What follows belongs to an exercise in optimizing a design on an open flow for small area, a short achievable clock period and few clock cycles per item; a production flow would make more cautious choices. Function was checked by simulation only, so behaviour that the tests miss may differ from the original. Power figures rest on the tool's default switching activity, not on a simulated workload.

## design/flow/config.mk

```make
export PLATFORM = sky130hd
export DESIGN_NAME = fetch_prefetch_buffer
export DESIGN_NICKNAME = fetch_prefetch_buffer
export VERILOG_FILES = /design/flow/design.v
export SDC_FILE = /design/flow/constraint.sdc
export NUM_CORES = 4
export LEC_CHECK = 0
export CAP_MARGIN = 20
export CORE_MARGIN = 2
export CORE_UTILIZATION = 25
export SLEW_MARGIN = 20
```

## design/flow/constraint.sdc

```tcl
create_clock -name core_clock -period 7.0 [get_ports {clock}]
set_input_delay 1.4000 -clock core_clock [delete_from_list [all_inputs] [get_ports {clock}]]
set_output_delay 1.4000 -clock core_clock [all_outputs]
set_load 0.01 [all_outputs]
```

## design/flow/design.v

```verilog
module fetch_prefetch_buffer #(
   parameter int BUF_BYTES = 24
) (
   input  logic        clock,
   input  logic        reset,
   input  logic        redirect,
   input  logic [63:0] redirect_pc,
   output logic        mem_req,
   output logic [63:0] mem_addr,
   input  logic        mem_gnt,
   input  logic        mem_resp_valid,
   input  logic [63:0] mem_resp_data,
   input  logic        mem_resp_error,
   output logic        out_valid,
   input  logic        out_ready,
   output logic [63:0] out_pc,
   output logic [7:0]  out_ibyte,
   output logic [71:0] out_ibytes,
   output logic [3:0]  out_len,
   output logic        out_imem_error
);
   localparam int CW = $clog2(BUF_BYTES + 1);
   localparam int IW = $clog2(BUF_BYTES);
   logic [BUF_BYTES-1:0][7:0] buf_q;
   logic [BUF_BYTES-1:0][7:0] buf_d;
   logic [CW-1:0] count_q, count_d;
   logic [63:0]   fetch_pc_q, fetch_pc_d;
   logic [63:0]   line_q, line_d;
   logic [2:0]    skip_q, skip_d;
   logic          outstanding_q, outstanding_d;
   logic          stale_q, stale_d;
   logic          err_q, err_d;
   logic          halted_q, halted_d;
   logic [3:0]    head_len;
   logic          normal_valid, err_valid, space_ok, req, grant, resp, xfer, append;
   logic [CW-1:0] pop_len, count_mid;
   logic [3:0]    append_len;
   int            pos;
   function automatic logic [3:0] decode_len(input logic [3:0] icode);
      case (icode)
         4'h0, 4'h1, 4'h9:       decode_len = 4'd1;
         4'h2, 4'h6, 4'hA, 4'hB: decode_len = 4'd2;
         4'h7, 4'h8:             decode_len = 4'd9;
         4'h3, 4'h4, 4'h5:       decode_len = 4'd10;
         default:                decode_len = 4'd1;
      endcase
   endfunction
   always_comb begin
      head_len     = decode_len(buf_q[0][7:4]);
      normal_valid = (count_q != '0) && (count_q >= CW'(head_len));
      err_valid    = err_q && !normal_valid;
      space_ok     = ({1'b0, count_q} + (CW+1)'(8)) <= (CW+1)'(BUF_BYTES);
      req          = !outstanding_q && space_ok && !err_q && !halted_q && !redirect;
      grant        = req && mem_gnt;
      resp         = outstanding_q && mem_resp_valid;
      xfer         = normal_valid && out_ready && !redirect;
      append       = resp && !stale_q && !mem_resp_error;
   end
   always_comb begin
      mem_req        = req && !reset;
      mem_addr       = reset ? 64'd0 : line_q;
      out_valid      = !reset && (normal_valid || err_valid);
      out_pc         = reset ? 64'd0 : fetch_pc_q;
      out_ibyte      = reset ? 8'd0 : buf_q[0];
      out_len        = reset ? 4'd0 : (err_valid ? 4'd1 : head_len);
      out_imem_error = !reset && err_valid;
      out_ibytes     = '0;
      for (int k = 1; k <= 9; k++) begin
         if (!reset) out_ibytes[8*(k-1) +: 8] = buf_q[k];
      end
   end
   always_comb begin
      pop_len    = xfer ? CW'(head_len) : '0;
      count_mid  = count_q - pop_len;
      append_len = 4'd8 - {1'b0, skip_q};
      pos        = 0;
      for (int i = 0; i < BUF_BYTES; i++) begin
         if (i + int'(pop_len) < BUF_BYTES) buf_d[i] = buf_q[IW'(i + int'(pop_len))];
         else                               buf_d[i] = '0;
      end
      for (int i = 0; i < BUF_BYTES; i++) begin
         for (int j = 0; j < 8; j++) begin
            pos = int'(count_mid) + j - int'(skip_q);
            if (append && j >= int'(skip_q) && pos == i)
               buf_d[i] = mem_resp_data[8*j +: 8];
         end
      end
      count_d       = count_mid + (append ? CW'(append_len) : '0);
      fetch_pc_d    = xfer ? fetch_pc_q + 64'(head_len) : fetch_pc_q;
      halted_d      = halted_q || (xfer && buf_q[0][7:4] == 4'h0);
      line_d        = grant ? line_q + 64'd8 : line_q;
      outstanding_d = grant ? 1'b1 : (resp ? 1'b0 : outstanding_q);
      stale_d       = resp ? 1'b0 : stale_q;
      err_d         = err_q || (resp && !stale_q && mem_resp_error);
      skip_d        = append ? 3'd0 : skip_q;
      if (redirect) begin
         count_d       = '0;
         fetch_pc_d    = redirect_pc;
         line_d        = {redirect_pc[63:3], 3'b000};
         skip_d        = redirect_pc[2:0];
         err_d         = 1'b0;
         halted_d      = 1'b0;
         outstanding_d = outstanding_q && !mem_resp_valid;
         stale_d       = outstanding_q && !mem_resp_valid;
      end
   end
   always_ff @(posedge clock) begin
      if (reset) begin
         for (int i = 0; i < BUF_BYTES; i++) buf_q[i] <= '0;
         count_q       <= '0;
         fetch_pc_q    <= '0;
         line_q        <= '0;
         skip_q        <= '0;
         outstanding_q <= 1'b0;
         stale_q       <= 1'b0;
         err_q         <= 1'b0;
         halted_q      <= 1'b0;
      end else begin
         buf_q         <= buf_d;
         count_q       <= count_d;
         fetch_pc_q    <= fetch_pc_d;
         line_q        <= line_d;
         skip_q        <= skip_d;
         outstanding_q <= outstanding_d;
         stale_q       <= stale_d;
         err_q         <= err_d;
         halted_q      <= halted_d;
      end
   end
endmodule
```

## design/flow/run.sh

```bash
#!/bin/bash
# synth_recipe.tcl (not shown) runs the flow's synth.tcl, then flattens the netlist and writes it again
# the make line also repeats each setting of config.mk as NAME=value (left out here)
make -C /OpenROAD-flow-scripts/flow DESIGN_CONFIG=/design/flow/config.mk WORK_HOME=/design/flow/orfs CLKGATE_MAP_FILE= SYNTH_SCRIPT=/design/flow/synth_recipe.tcl finish
```

==> results of run 1 <==
[critical path: cells and delay by family]
family,cells,cell delay (ps)
mux,1,90
simple gates,4,1030
compound gates,8,2100
buf+inv,5,1260
fa+ha+maj,4,1480
[kinds of logic after synthesis]
group / synth area share [%]
buffers and inverters: 6.32
other: 0.00929
AO/OA/AOI/OAI: 32.3
adder cells (fa/ha/maj): 1.99
XOR/XNOR: 2.78
flip-flops: 16.5
AND/OR/NAND/NOR: 25.1
multiplexers: 15.0
[layout make-up]
cell class | count | area (um2) | share of cell area (%)
diodes | 15 | 37.5 | 0.0671
clock buffers | 66 | 1400 | 2.50
clock inverters | 25 | 437 | 0.780
inverters | 97 | 378 | 0.675
multi-input cells | 4678 | 31500 | 56.3
flip-flops and latches | 332 | 6650 | 11.9
well taps | 2160 | 2700 | 4.83
repair buffers | 1490 | 12800 | 23.0
[placed cells by master, fill, tap and decap left out, drive strengths merged, types with 46 or more instances in the layout]
master and n:
o22ai 122, mux2i 337, a21oi 417, a211oi 190, nor2 605, buf 1155
o221ai 93, inv 94, xnor2 54, clkbuf 66, o211ai 130, or3 46
mux4 101, and3 65, nor3 176, nor4 75, a31oi 79, a221oi 82
ha 53, nor2b 213, dfxtp 332, and2 48, nand3 132, nand2 633
clkdlybuf4s50 335, o21ai 282, a22oi 86
[flip-flops by register name, summed over array words and instances (netlist names), named ones only]
| name | count |
|---|---|
| buf_q | 184 |
| fetch_pc_q | 64 |
| line_q | 61 |
| count_q | 5 |
| head_len | 3 |
| skip_q | 3 |
| err_q | 1 |
| halted_q | 1 |
| outstanding_q | 1 |
| stale_q | 1 |
[metrics by stage]
step           std cells  worst slack [ps]  area [um2]  util (%)  hold WS (ps)
2_1_floorplan       5649             0.398       40600         -           449
3_3_place_gp        8757              -537       54100      33.7           466
3_5_place_dp        8757              -452       54100      33.7           477
4_1_cts             8848               232       55900      34.9           486
5_1_grt             8849              21.8       55900      34.9           520
6_report            8863               169       56000      34.9           485
[worst min-delay path by stage]
stage,start,to,slack [ps],cells after the start
2_1_floorplan,line_q[59]$_SDFFE_PP0P_,line_q[59]$_SDFFE_PP0P_,450,2
4_1_cts,line_q[59]$_SDFFE_PP0P_,line_q[59]$_SDFFE_PP0P_,490,2
3_3_place_gp,line_q[59]$_SDFFE_PP0P_,line_q[59]$_SDFFE_PP0P_,470,2
3_5_place_dp,line_q[59]$_SDFFE_PP0P_,line_q[59]$_SDFFE_PP0P_,480,2
6_report,line_q[59]$_SDFFE_PP0P_,line_q[59]$_SDFFE_PP0P_,490,2
5_1_grt,line_q[59]$_SDFFE_PP0P_,line_q[59]$_SDFFE_PP0P_,520,2
[synth_stat cells, types with 34 or more instances]
library cell | n | share of area [%]
mux4_2 | 101 | 5.6
clkbuf_1 | 431 | 4.0
o221ai_1 | 93 | 2.0
and2_1 | 45 | 0.70
dfxtp_1 | 332 | 16
buf_1 | 46 | 0.43
or3_1 | 45 | 0.70
a211o_1 | 38 | 0.82
nor2b_1 | 213 | 3.3
a21oi_1 | 416 | 5.2
a22oi_1 | 86 | 1.6
nand2b_1 | 34 | 0.53
inv_1 | 82 | 0.76
nand2_1 | 632 | 5.9
xnor2_1 | 51 | 1.1
mux2i_1 | 337 | 8.4
o211ai_1 | 130 | 2.4
nor2_1 | 604 | 5.6
nor4_1 | 61 | 0.95
o21ai_0 | 276 | 3.4
a31oi_1 | 78 | 1.2
o2111ai_1 | 38 | 0.82
and3_1 | 65 | 1.0
nor3_1 | 170 | 2.1
a211oi_1 | 190 | 3.5
nand3_1 | 131 | 1.6
xor2_1 | 44 | 0.95
a221oi_1 | 81 | 1.8
nand4_1 | 40 | 0.62
ha_1 | 53 | 1.6
mux2_2 | 35 | 0.98
o22ai_1 | 122 | 1.9
buf_2 | 41 | 0.51
[where the power goes]
part / leakage (nW) / internal, mW / switching (mW)
Clock: 0.900 / 1.75 / 1.24
Sequential: 2.70 / 1.94 / 0.0910
Combinational: 18.0 / 0.540 / 1.17
[per-layer routing]
metal | wire length, um | GRT usage (%)
met1 | 127000 | 48.1
met2 | 140000 | 58.7
met3 | 52200 | 18.7
met4 | 36300 | 33.4
met5 | 270 | 0
[what timing repair did]
item / CTS / global route
endpoints found under the hold margin: 0 / 0
hold buffers: 0 / 0
setup buffers: 0 / 0
endpoints found under the setup margin: 0 / 2
gates resized for setup: 0 / 2
==> out/results.tsv, run 1 <==
stage	metric	value	unit
timing	unrepaired setup endpoints after global routing	false	
detailed_routing	DRT Wirelength	357000	um
setup_path	Req. time, crit path	7560	ps
clock_network	worst-skew pair later-pin latency	720	ps
logic_synthesis	Seq/Total Area, Yosys	16.5	%
setup_path	startpoint types	primary input	
setup_path	R2R depth	24	
timing	FMAX	146	MHz
timing	Hold Vio Cnt, Final	0	
clock_network	Clk pin slew, worst setup/hold paths	60	ps
logic_synthesis	Post-synth top flop	dfxtp_1	
global_routing	antenna violations before repair	35	
global_routing	pin count of the biggest net entering global routing	130	
placement	Detailed Place HPWL	265000	um
clock_network	H-tree level count	2	
logic_synthesis	Yosys warnings	1	
global_routing	vias in the first global route	53100	
setup_path	crit path to	buf_q[59]$_SDFF_PP0_	
power_and_ir_drop	total power	6.73	mW
floorplan	core area	160000	um2
setup_path	Crit path top cell by count	nor2b_1	
logic_synthesis	Gate Count Post-Synth	5646	
global_routing	first-pass GRT wire length	469000	um
setup_path	Worst Setup SP	out_ready	
timing	minimum clock period	6830	ps
logic_synthesis	Post-synth ARST share	0	%
floorplan	# IOs	350	
timing	slew margin rel.	9.62	%
setup_path	CP Max Fanout	9	
detailed_routing	routed len/inst	40.2	um
setup_path	critical path endpoint category	flip-flop	
setup_path	Worst R2R End	buf_q[172]$_SDFF_PP0_	
timing	final slew viol count	0	
setup_path	FF-to-FF setup slack	510	ps
detailed_routing	Via density	6.50	
timing	Sum Neg Setup Slack	0	ps
clock_network	Max clock buf depth	3	
floorplan	die area	165000	um2
timing	Setup Skew	50.3	ps
power_and_ir_drop	Peak VDD IR	189	uV
placement	PortBufs	345	
placement	GP Congestion	1.13	
power_and_ir_drop	Cell Pwr Density	120	nW/um2
power_and_ir_drop	leakage power	21.6	nW
floorplan	# rows	147	
finish	nets	6843	
clock_network	Inserted Clock Buffers	49	
finish	Filler cells	17100	
clock_network	Root Buffer Master	clkbuf_16	
floorplan	Initial Util	25.2	%
run	Max Cap Viol	0	
floorplan	die height	406	um
logic_synthesis	Synth Cell Area	40400	um2
clock_network	CTS tree	built	
setup_path	Crit Path Class	in -> reg	
setup_path	cells along the critical path	clkdlybuf4s50_1 -> nor2b_1 -> o21a_2 -> nand3_4 -> inv_8 -> ha_2 -> fa_2 -> ha_1 -> inv_1 -> fa_1 -> nor2b_1 -> o21ai_0 -> a2111o_1 -> o31a_1 -> a2111oi_1 -> buf_4 -> nor2b_1 -> buf_4 -> mux2i_1 -> o21ai_0 -> o211ai_1 -> a21oi_1	
clock_network	CTS sink count	332	
timing	Final setup viols	0	
finish	Layout area overhead	38.7	%
logic_synthesis	Post-synth EDFFs	0	
logic_synthesis	Yosys reg bits	332	
detailed_routing	drt first pass iters	12	
global_routing	gr ovfl total	0	
detailed_routing	Routed Antenna Nets	0	
setup_path	Slowest cell on crit path	clkdlybuf4s50_1	
timing	worst-margin pin slew	1350	ps
logic_synthesis	Avg Inst Size Synth	7.15	um2
global_routing	GRT Total Usage	41.5	%
timing	Final Cycle Share	97.6	%
detailed_routing	# DRC	0	
finish	share of layout cells above drive strength 1	22.5	%
setup_path	critical path arrival	7400	ps
hold_path	Hold Path Class	reg -> reg	
logic_synthesis	number of distinct library cells after synthesis	109	
detailed_routing	DR iter-0 viols	10000	
detailed_routing	detailed-route via count	57600	
floorplan	DIE WIDTH	406	um
setup_path	Worst path max stage delay	540	ps
setup_path	RR Startpoint	count_q[3]$_SDFF_PP0_	
run_status	outcome	timing/DRC/antenna clean	
Testbench counts, summed over its fixed seeds: cycles 36,251, items 12,000.
==> run 2: changes to the inputs <==
==> design/flow/design.v (replaced) <==
module fetch_prefetch_buffer (
   input  logic        clock,
   input  logic        reset,
   input  logic        redirect,
   input  logic [63:0] redirect_pc,
   output logic        mem_req,
   output logic [63:0] mem_addr,
   input  logic        mem_gnt,
   input  logic        mem_resp_valid,
   input  logic [63:0] mem_resp_data,
   input  logic        mem_resp_error,
   output logic        out_valid,
   input  logic        out_ready,
   output logic [63:0] out_pc,
   output logic [7:0]  out_ibyte,
   output logic [71:0] out_ibytes,
   output logic [3:0]  out_len,
   output logic        out_imem_error
);
   logic [63:0] pc_q;             
   logic [60:0] fl_q;             
   logic [63:0] s0_q, s1_q, s2_q;  
   logic [1:0]  nv_q;             
   logic        err_q;            
   logic        pend_q;           
   logic        stale_q;          
   logic        halted_q;
   logic [2:0]   off;
   logic [135:0] win;
   logic [79:0]  ibytes;
   logic [3:0]   len;
   logic [4:0]   endp;
   logic [1:0]   need;
   logic [1:0]   nv_ok;
   logic         normal_valid, fault_valid, xfer, resp, append, free, req, grant;
   logic [1:0]   used;
   logic [4:0]   offlen;
   logic [1:0]   cons;
   logic [1:0]   wpos;
   function automatic logic [3:0] decode_len(input logic [3:0] icode);
      case (icode)
         4'h2, 4'h6, 4'hA, 4'hB: decode_len = 4'd2;
         4'h7, 4'h8:             decode_len = 4'd9;
         4'h3, 4'h4, 4'h5:       decode_len = 4'd10;
         default:                decode_len = 4'd1;
      endcase
   endfunction
   always_comb begin
      off    = pc_q[2:0];
      win    = {s2_q[7:0], s1_q, s0_q};
      ibytes = win[8*off +: 80];
      len    = decode_len(ibytes[7:4]);
      endp   = {2'b00, off} + {1'b0, len} - 5'd1;
      need   = endp[4:3];
      nv_ok  = nv_q - {1'b0, err_q};
      normal_valid = nv_ok > need;
      fault_valid  = err_q && !normal_valid;
      xfer   = normal_valid && out_ready && !redirect;
      offlen = {2'b00, off} + {1'b0, len};
      cons   = xfer ? offlen[4:3] : 2'd0;
      resp   = pend_q && mem_resp_valid;
      append = resp && !stale_q;
      free   = !pend_q || mem_resp_valid;
      used   = nv_q - cons + {1'b0, pend_q && !stale_q};
      if (redirect) req = free;
      else          req = free && !err_q && !halted_q && !(append && mem_resp_error) && used != 2'd3;
      grant  = req && mem_gnt;
      wpos   = nv_q - cons;
   end
   always_comb begin
      mem_req        = req && !reset;
      mem_addr       = redirect ? {redirect_pc[63:3], 3'b000} : {fl_q, 3'b000};
      out_valid      = !reset && (nv_q != 2'd0) && (normal_valid || fault_valid);
      out_pc         = pc_q;
      out_ibyte      = ibytes[7:0];
      out_ibytes     = ibytes[79:8];
      out_len        = fault_valid ? 4'd1 : len;
      out_imem_error = fault_valid;
   end
   always_ff @(posedge clock) begin
      case (cons)
         2'd0: begin end
         2'd1: begin s0_q <= s1_q; s1_q <= s2_q; end
         default: s0_q <= s2_q;
      endcase
      if (append) begin
         case (wpos)
            2'd0:    s0_q <= mem_resp_data;
            2'd1:    s1_q <= mem_resp_data;
            default: s2_q <= mem_resp_data;
         endcase
      end
   end
   always_ff @(posedge clock) begin
      if (reset) begin
         pc_q     <= '0;
         fl_q     <= '0;
         nv_q     <= '0;
         err_q    <= 1'b0;
         pend_q   <= 1'b0;
         stale_q  <= 1'b0;
         halted_q <= 1'b0;
      end else if (redirect) begin
         pc_q     <= redirect_pc;
         fl_q     <= redirect_pc[63:3] + {60'd0, grant};
         nv_q     <= '0;
         err_q    <= 1'b0;
         pend_q   <= grant || (pend_q && !mem_resp_valid);
         stale_q  <= pend_q && !mem_resp_valid;
         halted_q <= 1'b0;
      end else begin
         if (xfer) pc_q <= pc_q + {60'd0, len};
         if (grant) fl_q <= fl_q + 61'd1;
         nv_q     <= wpos + {1'b0, append};
         err_q    <= err_q || (append && mem_resp_error);
         pend_q   <= grant || (pend_q && !mem_resp_valid);
         stale_q  <= stale_q && !resp;
         halted_q <= halted_q || (xfer && ibytes[7:4] == 4'h0);
      end
   end
endmodule
==> out/results.tsv, run 2 <==
stage	metric	value	unit	change
timing	Setup Skew	43.9	ps	-6.43 ps
timing	final setup margin	-252	ps	-421 ps
placement	PortBufs	345		unchanged
logic_synthesis	Synth Cell Area	20100	um2	-50%
power_and_ir_drop	Peak VDD IR	256	uV	+35%
logic_synthesis	Yosys top cell by area	dfxtp_1		
timing	slew margin rel.	26.9	%	+17 points
setup_path	critical path endpoint category	primary output		
logic_synthesis	Synth Area in Compound Gates	16.4	%	-16 points
global_routing	first-pass GRT wire length	119000	um	-75%
detailed_routing	DRT Wirelength	81300	um	-77%
global_routing	vias in the first global route	18600		-65%
logic_synthesis	Synth area leaders	dfxtp_1 (26%), edfxtp_1 (9.5%), nand2_1 (7.3%)		
floorplan	DIE WIDTH	288	um	-29%
global_routing	gr ovfl total	0		unchanged
detailed_routing	routed len/inst	21.0	um	-48%
placement	Post-DP Area	25000	um2	-54%
floorplan	Initial Util	25.1	%	-0.050 points
logic_synthesis	most frequent cell after synthesis	nand2_1		
logic_synthesis	Post-synth top flop	dfxtp_1		
timing	worst-margin pin slew	1090	ps	-264 ps
logic_synthesis	number of distinct library cells after synthesis	71		-35%
setup_path	Crit Path Class	reg -> out		
finish	multi-input logic area	12400	um2	-61%
finish	most common cell after layout, fill and taps aside	nand2_1		
logic_synthesis	Gate Count Post-Synth	2456		-57%
run_status	Layout Check Fails	negative setup slack		
placement	cell total after placement	3766		-57%
hold_path	hold path depth	1		-1
floorplan	# rows	104		-29%
clock_network	CTS sink count	323		-2.7%
finish	Layout area overhead	33.7	%	
logic_synthesis	xor/xnor cell area share of the yosys netlist	7.48	%	+4.7 points
run_status	outcome	complete, but fails checks		
timing	FMAX	138	MHz	-5.8%
clock_network	H-tree level count	2		unchanged
detailed_routing	Routed Antenna Nets	0		unchanged
hold_path	worst hold start	pend_q$_SDFF_PP0_		
detailed_routing	drt first pass iters	5		-7
clock_network	Max clock buf depth	3		unchanged
logic_synthesis	Yosys warnings	1		unchanged
clock_network	CTS Hold Buffers Added	0		unchanged
logic_synthesis	main combinational cell family by area after synthesis	simple AND/OR/NAND/NOR gates		
power_and_ir_drop	leakage power	9.70	nW	-55%
detailed_routing	Via density	5.23		-19%
setup_path	R2R depth	42		+75%
floorplan	core area	80200	um2	-50%
run	Max Cap Viol	0		unchanged
finish	nets	2919		-57%
global_routing	pin count of the biggest net entering global routing	129		-0.77%
global_routing	antenna violations before repair	15		-57%
floorplan	die height	288	um	-29%
hold_path	Hold Path Class	reg -> reg		
logic_synthesis	Post-synth EDFFs	64		+64
clock_network	worst-skew pair later-pin latency	590	ps	-130 ps
logic_synthesis	area share of the largest cell type after synthesis	25.8	%	+9.3 points
detailed_routing	DR iter-0 viols	1899		-81%
setup_path	RR Startpoint	pc_q[0]$_SDFFE_PP0P_		
clock_network	CTS tree	built		
logic_synthesis	post-synthesis mux area share	12.4	%	-2.6 points
timing	minimum clock period	7250	ps	+421 ps
finish	Design Area, Final	26900	um2	-52%
setup_path	critical path arrival	5850	ps	-1550 ps
setup_path	startpoint types	flip-flop		
placement	GP Congestion	0.887		-21%
setup_path	CP Max Fanout	7		-2
logic_synthesis	Seq/Total Area, Yosys	35.3	%	+19 points
clock_network	Root Buffer Master	clkbuf_16		
timing	Final Cycle Share	104	%	+6.0 points
finish	Filler cells	8423		-51%
logic_synthesis	Post-synth ARST share	0	%	unchanged
logic_synthesis	Yosys reg bits	323		-2.7%
finish	Reg area	7120	um2	+7.1%
finish	Final Non-Filler Cells	3867		-56%
finish	share of layout cells above drive strength 1	14.3	%	-8.2 points
setup_path	Req. time, crit path	5600	ps	-1960 ps
clock_network	Inserted Clock Buffers	43		-12%
timing	Hold Vio Cnt, Final	0		unchanged
logic_synthesis	simple-gate share of the synthesized area	22.2	%	-2.9 points
logic_synthesis	most frequent cells after synthesis	nand2_1 (393), dfxtp_1 (259), nor2_1 (245)		
logic_synthesis	Avg Inst Size Synth	8.20	um2	+15%
timing	final slew viol count	0		unchanged
power_and_ir_drop	Cell Pwr Density	390	nW/um2	+220%
logic_synthesis	Synth Area in Adders	0.845	%	-1.1 points
floorplan	die area	82800	um2	-50%
timing	Final setup viols	7		+7
setup_path	Worst path max stage delay	600	ps	+60 ps
floorplan	# IOs	350		unchanged
placement	Detailed Place HPWL	58200	um	-78%
setup_path	Slowest cell on crit path	fa_2		
setup_path	Worst Setup SP	pc_q[0]$_SDFFE_PP0P_		
global_routing	GRT Total Usage	18.7	%	-23 points
clock_network	Clk pin slew, worst setup/hold paths	60	ps	about the same
finish	most frequent cells in the layout	nand2_1 (386), clkdlybuf4s50_1 (342), dfxtp_1 (256), nor2_1 (240), a31oi_1 (131)		
detailed_routing	# DRC	0		unchanged
detailed_routing	detailed-route via count	20200		-65%
timing	unrepaired setup endpoints after global routing	true		
run 2: changes by cell type in the layout (fill, tap and decap cells not counted), sizes merged, moves of 124 or more:
| cell | before | now |
|---|---|---|
| nand2 | 633 | 395 |
| a211oi | 190 | 16 |
| buf | 1155 | 120 |
| nor2b | 213 | 11 |
| o21ai | 282 | 106 |
| nor2 | 605 | 247 |
| nor3 | 176 | 23 |
| a21oi | 417 | 110 |
| mux2i | 337 | 108 |
| o211ai | 130 | 6 |
run 2: layout make-up:
type | count | area share (%)
Clock buffer | 58 | 4.51
Sequential cell | 323 | 26.5
Multi-Input combinational cell | 1892 | 46.1
Inverter | 49 | 0.702
Timing Repair Buffer | 462 | 16.5
Clock inverter | 19 | 0.758
Tap cell | 1060 | 4.93
Antenna cell | 4 | 0.0372
run 2: report_power, final:
| part | internal (mW) | leakage [nW] | total (mW) | switching [mW] |
|---|---|---|---|---|
| Combinational | 2.53 | 6.27 | 5.37 | 2.84 |
| Sequential | 2.36 | 2.74 | 2.88 | 0.525 |
| Clock | 1.30 | 0.693 | 2.25 | 0.946 |
| Total | 6.20 | 9.70 | 10.5 | 4.31 |
run 2: logic make-up (layout without fill, tap and decap cells):
group,after synthesis,count (layout)
mux,210,210
compound gates,518,518
fa+ha+maj,13,13
xor+xnor,171,171
flops,323,323
simple gates,976,976
other cells,1,8
buf+inv,244,588
run 2: through the flow:
step / setup WS [ps] / utilization, % / power [mW] / setup TNS [ps] / hold slack, ps
finish: -252 / 33.6 / 10.5 / -579 / 491
detailed placement: -137 / 31.2 / 8.01 / -260 / 492
global route: -478 / 33.6 / 11.0 / -7370 / 529
global placement: -91.5 / 31.2 / 8.00 / -91.5 / 480
CTS: -135 / 33.2 / 10.4 / -135 / 492
floorplan: -575 / - / 5.65 / -6410 / 437
run 2: critical path: cells and delay by family, from the launching register on:
kind	cells	cell delay (ps)
flops	1	420
buf+inv	7	710
compound gates	4	670
xor+xnor	2	320
fa+ha+maj	5	1440
simple gates	9	1140
mux	1	530
run 2: worst paths after layout:
kind              slack, ps                    end
setup / recovery       -250                mem_req
hold / removal          490     stale_q$_SDFF_PP0_
setup reg to reg       -120  fl_q[60]$_SDFFE_PP0P_
hold reg to reg         490     stale_q$_SDFF_PP0_
run 2: routing by layer:
layer / wire length, um / share of wire (%) / GRT usage, %
met1: 34100 / 42 / 24.6
met2: 37300 / 46 / 30.4
met3: 7260 / 8.9 / 4.22
met4: 2410 / 3.0 / 5.61
met5: 151 / 0.19 / 0
run 2: what timing repair did:
action,CTS,global route
endpoints found under the setup margin,7,38
setup buffers,8,14
hold endpoints to repair,0,0
pin swaps,13,26
resized for setup,18,55
Testbench counts of run 2, summed over its fixed seeds: cycles 27,317, items 12,000.
==> run 3: changes to the inputs <==
==> design/flow/design.v (replaced) <==
module fetch_prefetch_buffer (
   input  logic        clock,
   input  logic        reset,
   input  logic        redirect,
   input  logic [63:0] redirect_pc,
   output logic        mem_req,
   output logic [63:0] mem_addr,
   input  logic        mem_gnt,
   input  logic        mem_resp_valid,
   input  logic [63:0] mem_resp_data,
   input  logic        mem_resp_error,
   output logic        out_valid,
   input  logic        out_ready,
   output logic [63:0] out_pc,
   output logic [7:0]  out_ibyte,
   output logic [71:0] out_ibytes,
   output logic [3:0]  out_len,
   output logic        out_imem_error
);
   logic [60:0] line_q;            
   logic [2:0]  off_q;             
   logic [60:0] fl_q;              
   logic [63:0] s0_q, s1_q, s2_q;  
   logic [2:0]  g_q;               
   logic        f_q;               
   logic        pend_q;            
   logic        stale_q;           
   logic        halted_q;
   logic [135:0] win;
   logic [79:0]  ibytes;
   logic [3:0]   icode;
   logic         l2, l9, l10, last;
   logic         need1, need2, fr1, fr2, fr0;
   logic         normal_valid, xfer, c1, c2, resp, append, free, req, grant, room;
   logic [2:0]   gs;
   logic         we0, we1, we2;
   logic [2:0]   off_n;
   logic [60:0]  fl_inc;
   always_comb begin
      win    = {s2_q[7:0], s1_q, s0_q};
      ibytes = win[8*off_q +: 80];
      icode  = ibytes[7:4];
      l2     = icode == 4'h2 || icode == 4'h6 || icode == 4'hA || icode == 4'hB;
      l9     = icode == 4'h7 || icode == 4'h8;
      l10    = icode == 4'h3 || icode == 4'h4 || icode == 4'h5;
      last   = off_q == 3'd7;
      need2  = l10 && last;
      need1  = l9 || l10 || (l2 && last);
      normal_valid = need2 ? g_q[2] : (need1 ? g_q[1] : g_q[0]);
      xfer   = normal_valid && out_ready && !redirect;
      fr2    = (l9 && last) || (l10 && off_q[2] && off_q[1]);
      fr1    = !fr2 && ((l9 || l10) || (l2 && off_q[2] && off_q[1]) || last);
      fr0    = !fr2 && !fr1;
      c1     = xfer && fr1;
      c2     = xfer && fr2;
      gs     = c2 ? {2'b00, g_q[2]} : (c1 ? {1'b0, g_q[2:1]} : g_q);
      off_n  = off_q + ((l2 || l10) ? 3'd2 : 3'd1);
      resp   = pend_q && mem_resp_valid;
      append = resp && !stale_q;
      free   = !pend_q || mem_resp_valid;
      room   = (pend_q && !stale_q) ? !g_q[1] : !g_q[2];
      if (redirect) req = free;
      else          req = free && !f_q && !halted_q && !(append && mem_resp_error) && (room || c1 || c2);
      grant  = req && mem_gnt;
      fl_inc = (redirect ? redirect_pc[63:3] : fl_q) + 61'd1;
      we0    = append && !gs[0];
      we1    = append && gs[0] && !gs[1];
      we2    = append && gs[1];
   end
   always_comb begin
      mem_req        = req && !reset;
      mem_addr       = redirect ? {redirect_pc[63:3], 3'b000} : {fl_q, 3'b000};
      out_valid      = !reset && (normal_valid || f_q);
      out_pc         = {line_q, off_q};
      out_ibyte      = ibytes[7:0];
      out_ibytes     = ibytes[79:8];
      out_len        = normal_valid ? (l10 ? 4'd10 : l9 ? 4'd9 : l2 ? 4'd2 : 4'd1) : 4'd1;
      out_imem_error = !normal_valid && f_q;
   end
   always_ff @(posedge clock) begin
      if (we0)     s0_q <= mem_resp_data;
      else if (c1) s0_q <= s1_q;
      else if (c2) s0_q <= s2_q;
      if (we1)     s1_q <= mem_resp_data;
      else if (c1) s1_q <= s2_q;
      if (we2)     s2_q <= mem_resp_data;
   end
   always_ff @(posedge clock) begin
      if (reset) begin
         line_q   <= '0;
         off_q    <= '0;
         fl_q     <= '0;
         g_q      <= '0;
         f_q      <= 1'b0;
         pend_q   <= 1'b0;
         stale_q  <= 1'b0;
         halted_q <= 1'b0;
      end else if (redirect) begin
         line_q   <= redirect_pc[63:3];
         off_q    <= redirect_pc[2:0];
         fl_q     <= grant ? fl_inc : redirect_pc[63:3];
         g_q      <= '0;
         f_q      <= 1'b0;
         pend_q   <= grant || (pend_q && !mem_resp_valid);
         stale_q  <= pend_q && !mem_resp_valid;
         halted_q <= 1'b0;
      end else begin
         if (xfer) begin
            line_q <= line_q + {59'd0, fr2, fr1};
            off_q  <= off_n;
         end
         if (grant) fl_q <= fl_inc;
         g_q      <= (append && !mem_resp_error) ? {gs[1:0], 1'b1} : gs;
         f_q      <= f_q || (append && mem_resp_error);
         pend_q   <= grant || (pend_q && !mem_resp_valid);
         stale_q  <= stale_q && !resp;
         halted_q <= halted_q || (xfer && icode == 4'h0);
      end
   end
endmodule
--- a/design/flow/config.mk
+++ b/design/flow/config.mk
@@ -8,4 +8,5 @@
 export CAP_MARGIN = 20
 export CORE_MARGIN = 2
 export CORE_UTILIZATION = 25
+export SETUP_SLACK_MARGIN = 3
 export SLEW_MARGIN = 20
==> out/results.tsv, run 3 <==
stage	metric	value	unit	change
run_status	outcome	timing/DRC/antenna clean		
hold_path	Hold Path Class	reg -> reg		
timing	Setup Skew	39.7	ps	-4.26 ps
power_and_ir_drop	Sw Pwr	1.59	mW	-63%
power_and_ir_drop	leakage power	10.5	nW	+8.4%
finish	most frequent cells in the layout	nand2_1 (192), edfxtp_1 (192), clkdlybuf4s50_1 (187), mux2_2 (172), dfxtp_1 (129)		
floorplan	die area	82600	um2	-0.26%
global_routing	antenna violations before repair	14		-1
clock_network	Max clock buf depth	3		unchanged
logic_synthesis	area share of the largest cell type after synthesis	28.7	%	+3.0 points
detailed_routing	detailed-route via count	18700		-7.7%
logic_synthesis	Synth Cell Area	20100	um2	-0.27%
hold_path	worst hold start	halted_q$_SDFF_PP0_		
timing	Final Cycle Share	69.4	%	-34 points
power_and_ir_drop	Flop pwr share	39.4	%	+12 points
clock_network	CTS tree	built		
timing	FMAX	206	MHz	+49%
power_and_ir_drop	Cell Pwr Density	186	nW/um2	-52%
power_and_ir_drop	Clk pwr share	38.5	%	+17 points
logic_synthesis	Seq/Total Area, Yosys	41.9	%	+6.6 points
clock_network	CTS Hold Buffers Added	0		unchanged
timing	Sum Neg Setup Slack	0	ps	+579 ps
floorplan	Initial Util	25.3	%	+0.22 points
logic_synthesis	Post-synth top flop	edfxtp_1		
finish	Filler cells	7662		-9.0%
logic_synthesis	Yosys warnings	1		unchanged
global_routing	gr ovfl total	0		unchanged
placement	PortBufs	345		unchanged
floorplan	# IOs	350		unchanged
power_and_ir_drop	Sw Ratio	29.3	%	-12 points
floorplan	# rows	103		-0.96%
detailed_routing	drt first pass iters	6		+1
timing	Final setup viols	0		-7
clock_network	Inserted Clock Buffers	39		-9.3%
power_and_ir_drop	combinational cell fraction of total power	22.1	%	-29 points
logic_synthesis	most frequent cells after synthesis	mux2_2 (212), nand2_1 (203), edfxtp_1 (192)		
logic_synthesis	Post-synth ARST share	0	%	unchanged
clock_network	Clk pin slew, worst setup/hold paths	60	ps	about the same
detailed_routing	# DRC	0		unchanged
timing	slew margin rel.	37.0	%	+10 points
clock_network	H-tree level count	2		unchanged
detailed_routing	DRT Wirelength	85200	um	+4.9%
setup_path	startpoint types	flip-flop		
setup_path	CP Max Fanout	7		unchanged
global_routing	GRT Total Usage	18.9	%	+0.18 points
detailed_routing	Via density	5.33		+1.9%
finish	share of layout cells above drive strength 1	33.2	%	+19 points
timing	Hold Vio Cnt, Final	0		unchanged
logic_synthesis	Yosys reg bits	324		+0.31%
timing	unrepaired setup endpoints after global routing	true		
floorplan	die height	287	um	-0.13%
logic_synthesis	Post-synth EDFFs	192		+200%
run	Max Cap Viol	0		unchanged
detailed_routing	routed len/inst	24.3	um	+16%
detailed_routing	DR iter-0 viols	1874		-1.3%
global_routing	pin count of the biggest net entering global routing	93		-28%
timing	minimum clock period	4850	ps	-2400 ps
finish	multi-input logic area	12400	um2	+0.16%
clock_network	CTS sink count	324		+0.31%
finish	nets	2554		-13%
setup_path	Crit path top cell by count	buf_4		
power_and_ir_drop	Pint	3.85	mW	-38%
setup_path	critical path endpoint category	primary output		
placement	Post-DP Area	24600	um2	-1.5%
finish	post-layout util	36.9	%	+3.3 points
setup_path	Worst path max stage delay	470	ps	-130 ps
logic_synthesis	number of distinct library cells after synthesis	85		+20%
setup_path	Slowest cell on crit path	dfxtp_4		
timing	Hold WS	521	ps	+30.3 ps
setup_path	Crit Path Class	reg -> out		
floorplan	core area	79300	um2	-1.1%
detailed_routing	Routed Antenna Nets	0		unchanged
finish	Design Area, Final	29200	um2	+8.6%
clock_network	worst-skew pair later-pin latency	590	ps	about the same
logic_synthesis	Yosys top cell by area	edfxtp_1		
global_routing	first-pass GRT wire length	118000	um	-1.2%
finish	largest registers	s0_q x64, s1_q x64, s2_q x64		
placement	Detailed Place HPWL	53000	um	-8.8%
logic_synthesis	Avg Inst Size Synth	10.1	um2	+24%
floorplan	DIE WIDTH	287	um	-0.13%
setup_path	Req. time, crit path	5600	ps	about the same
power_and_ir_drop	Peak VDD IR	148	uV	-42%
setup_path	Worst Setup SP	off_q[1]$_SDFFE_PP0P_		
logic_synthesis	most frequent cell after synthesis	mux2_2		
setup_path	RR Startpoint	off_q[1]$_SDFFE_PP0P_		
finish	Reg area	8420	um2	+18%
global_routing	vias in the first global route	17100		-8.2%
setup_path	cells along the critical path	buf_8 -> mux2i_4 -> buf_4 -> o22ai_4 -> o2111ai_1 -> o31ai_1 -> a222oi_1 -> o211ai_1 -> buf_4 -> a211oi_4 -> nor3_4 -> buf_2		
clock_network	Root Buffer Master	clkbuf_16		
placement	GP Congestion	0.873		-1.5%
logic_synthesis	Gate Count Post-Synth	1982		-19%
logic_synthesis	Synth area leaders	edfxtp_1 (29%), dfxtp_1 (13%), mux2_2 (12%)		
finish	Layout area overhead	45.5	%	
timing	final slew viol count	0		unchanged
timing	worst-margin pin slew	945	ps	-146 ps
setup_path	critical path arrival	3450	ps	-2400 ps
==> run 3: changes by cell type in the layout (fill, tap and decap cells not counted), moves of 58 or more <==
cell,previous run,this run
nand2_1,386,192
dfxtp_1,256,129
clkdlybuf4s50_1,342,187
mux2_2,78,172
nor2_1,240,111
mux2_1,0,67
o21ai_0,104,13
edfxtp_1,64,192
a31oi_1,131,15
xor2_1,88,22
dlygate4sd2_1,0,68
a32oi_1,64,0
mux2i_1,108,50
==> run 3: layer usage <==
metal | routed length [um] | part of all wire (%) | track usage, % | vias up
li1 | - | - | - | 8351
met4 | 3930 | 4.6 | 8.50 | 4
met2 | 38100 | 45 | 28.4 | 894
met3 | 6190 | 7.3 | 3.06 | 204
met5 | 22 | 0.026 | 0 | -
met1 | 36900 | 43 | 26.4 | 9228
==> run 3: cell type report <==
cell class | count | area share, %
clock buffers | 51 | 3.67
flip-flops and latches | 324 | 28.8
clock inverters | 20 | 0.767
diodes | 11 | 0.0942
inverters | 56 | 0.788
multi-input cells | 1462 | 42.5
repair buffers | 530 | 18.8
well taps | 1050 | 4.50
==> run 3: per-stage QoR <==
step           power, mW  instances  worst slack (ps)
2_1_floorplan       2.65       1985              2350
3_3_place_gp        3.14       3259              1590
3_5_place_dp        3.14       3260              1500
4_1_cts             5.35       3437              2290
5_1_grt             5.61       3503              2100
6_report            5.44       3504              2150
==> run 3: timing repair <==
action / 4_1_cts / 5_1_grt
setup buffers: 87 / 50
pin swaps: 36 / 44
resized for setup: 664 / 251
endpoints found under the setup margin: 587 / 476
cloned: 19 / 6
==> run 3: cells by family after synthesis <==
| kind of cell | count (synthesis) | synth area share, % |
|---|---|---|
| other | 1 | 0.0187 |
| XOR/XNOR | 53 | 2.31 |
| adder cells (fa/ha/maj) | 6 | 0.449 |
| AND/OR/NAND/NOR | 616 | 15.0 |
| multiplexers | 422 | 23.7 |
| buffers and inverters | 203 | 4.35 |
| AO/OA/AOI/OAI | 357 | 12.3 |
| flip-flops | 324 | 41.9 |
==> run 3: critical path: cells and delay by family, from the launching register on <==
family,cells,cell delay [ps]
buf+inv,4,680
flops,1,470
compound gates,6,1350
mux,1,280
simple gates,1,90
==> run 3: power groups by stage <==
stage | sequential (mW) | clock, mW | combinational, mW
2_1_floorplan | 2.16 | 0 | 0.491
3_3_place_gp | 2.18 | 0 | 0.957
3_5_place_dp | 2.18 | 0 | 0.956
4_1_cts | 2.14 | 2.13 | 1.08
5_1_grt | 2.15 | 2.21 | 1.26
6_report | 2.14 | 2.10 | 1.20
==> run 3: final timing paths <==
| kind | end | slack (ps) | cells past startpoint |
|---|---|---|---|
| max | mem_req | 2150 | 12 |
| min | halted_q$_SDFF_PP0_ | 520 | 2 |
| max reg2reg | line_q[59]$_SDFFE_PP0P_ | 2390 | 21 |
| min reg2reg | halted_q$_SDFF_PP0_ | 520 | 2 |
Testbench counts of run 3, summed over its fixed seeds: cycles 27,317, items 12,000.

-- static timing again, ports no longer ideal --
In the flow no input, the clock included, has a driving cell. The finished layouts below were timed again as built, in two steps. Step 1, drivers: a clkbuf_16 drives clock and a buf_2 each remaining input, both assumed. Step 2 moves the port delays by t, midway between the first and last clock arrival at a register: inputs arrive t later, outputs are due t later. That takes back most of the time a late clock gives input paths. Three values: ideal, step 1, step 2; two values: the first two.
run | t, ns | slack for setup (ns) | worst slew at a driven data input, ns
run 1 | 0.768 | 0.169 / 0.213 / -0.556 | 0.10
run 2 | 0.628 | -0.252 / -0.307 / -0.118 | 0.23
run 3 | 0.626 | 2.145 / 2.087 / 2.394 | 0.25
With both steps, setup timing fails in run 1, where it was met with ideal ports. The setup slack of run 1, which loses most, moves by +0.044 ns with the drivers and by -0.725 ns with both steps.
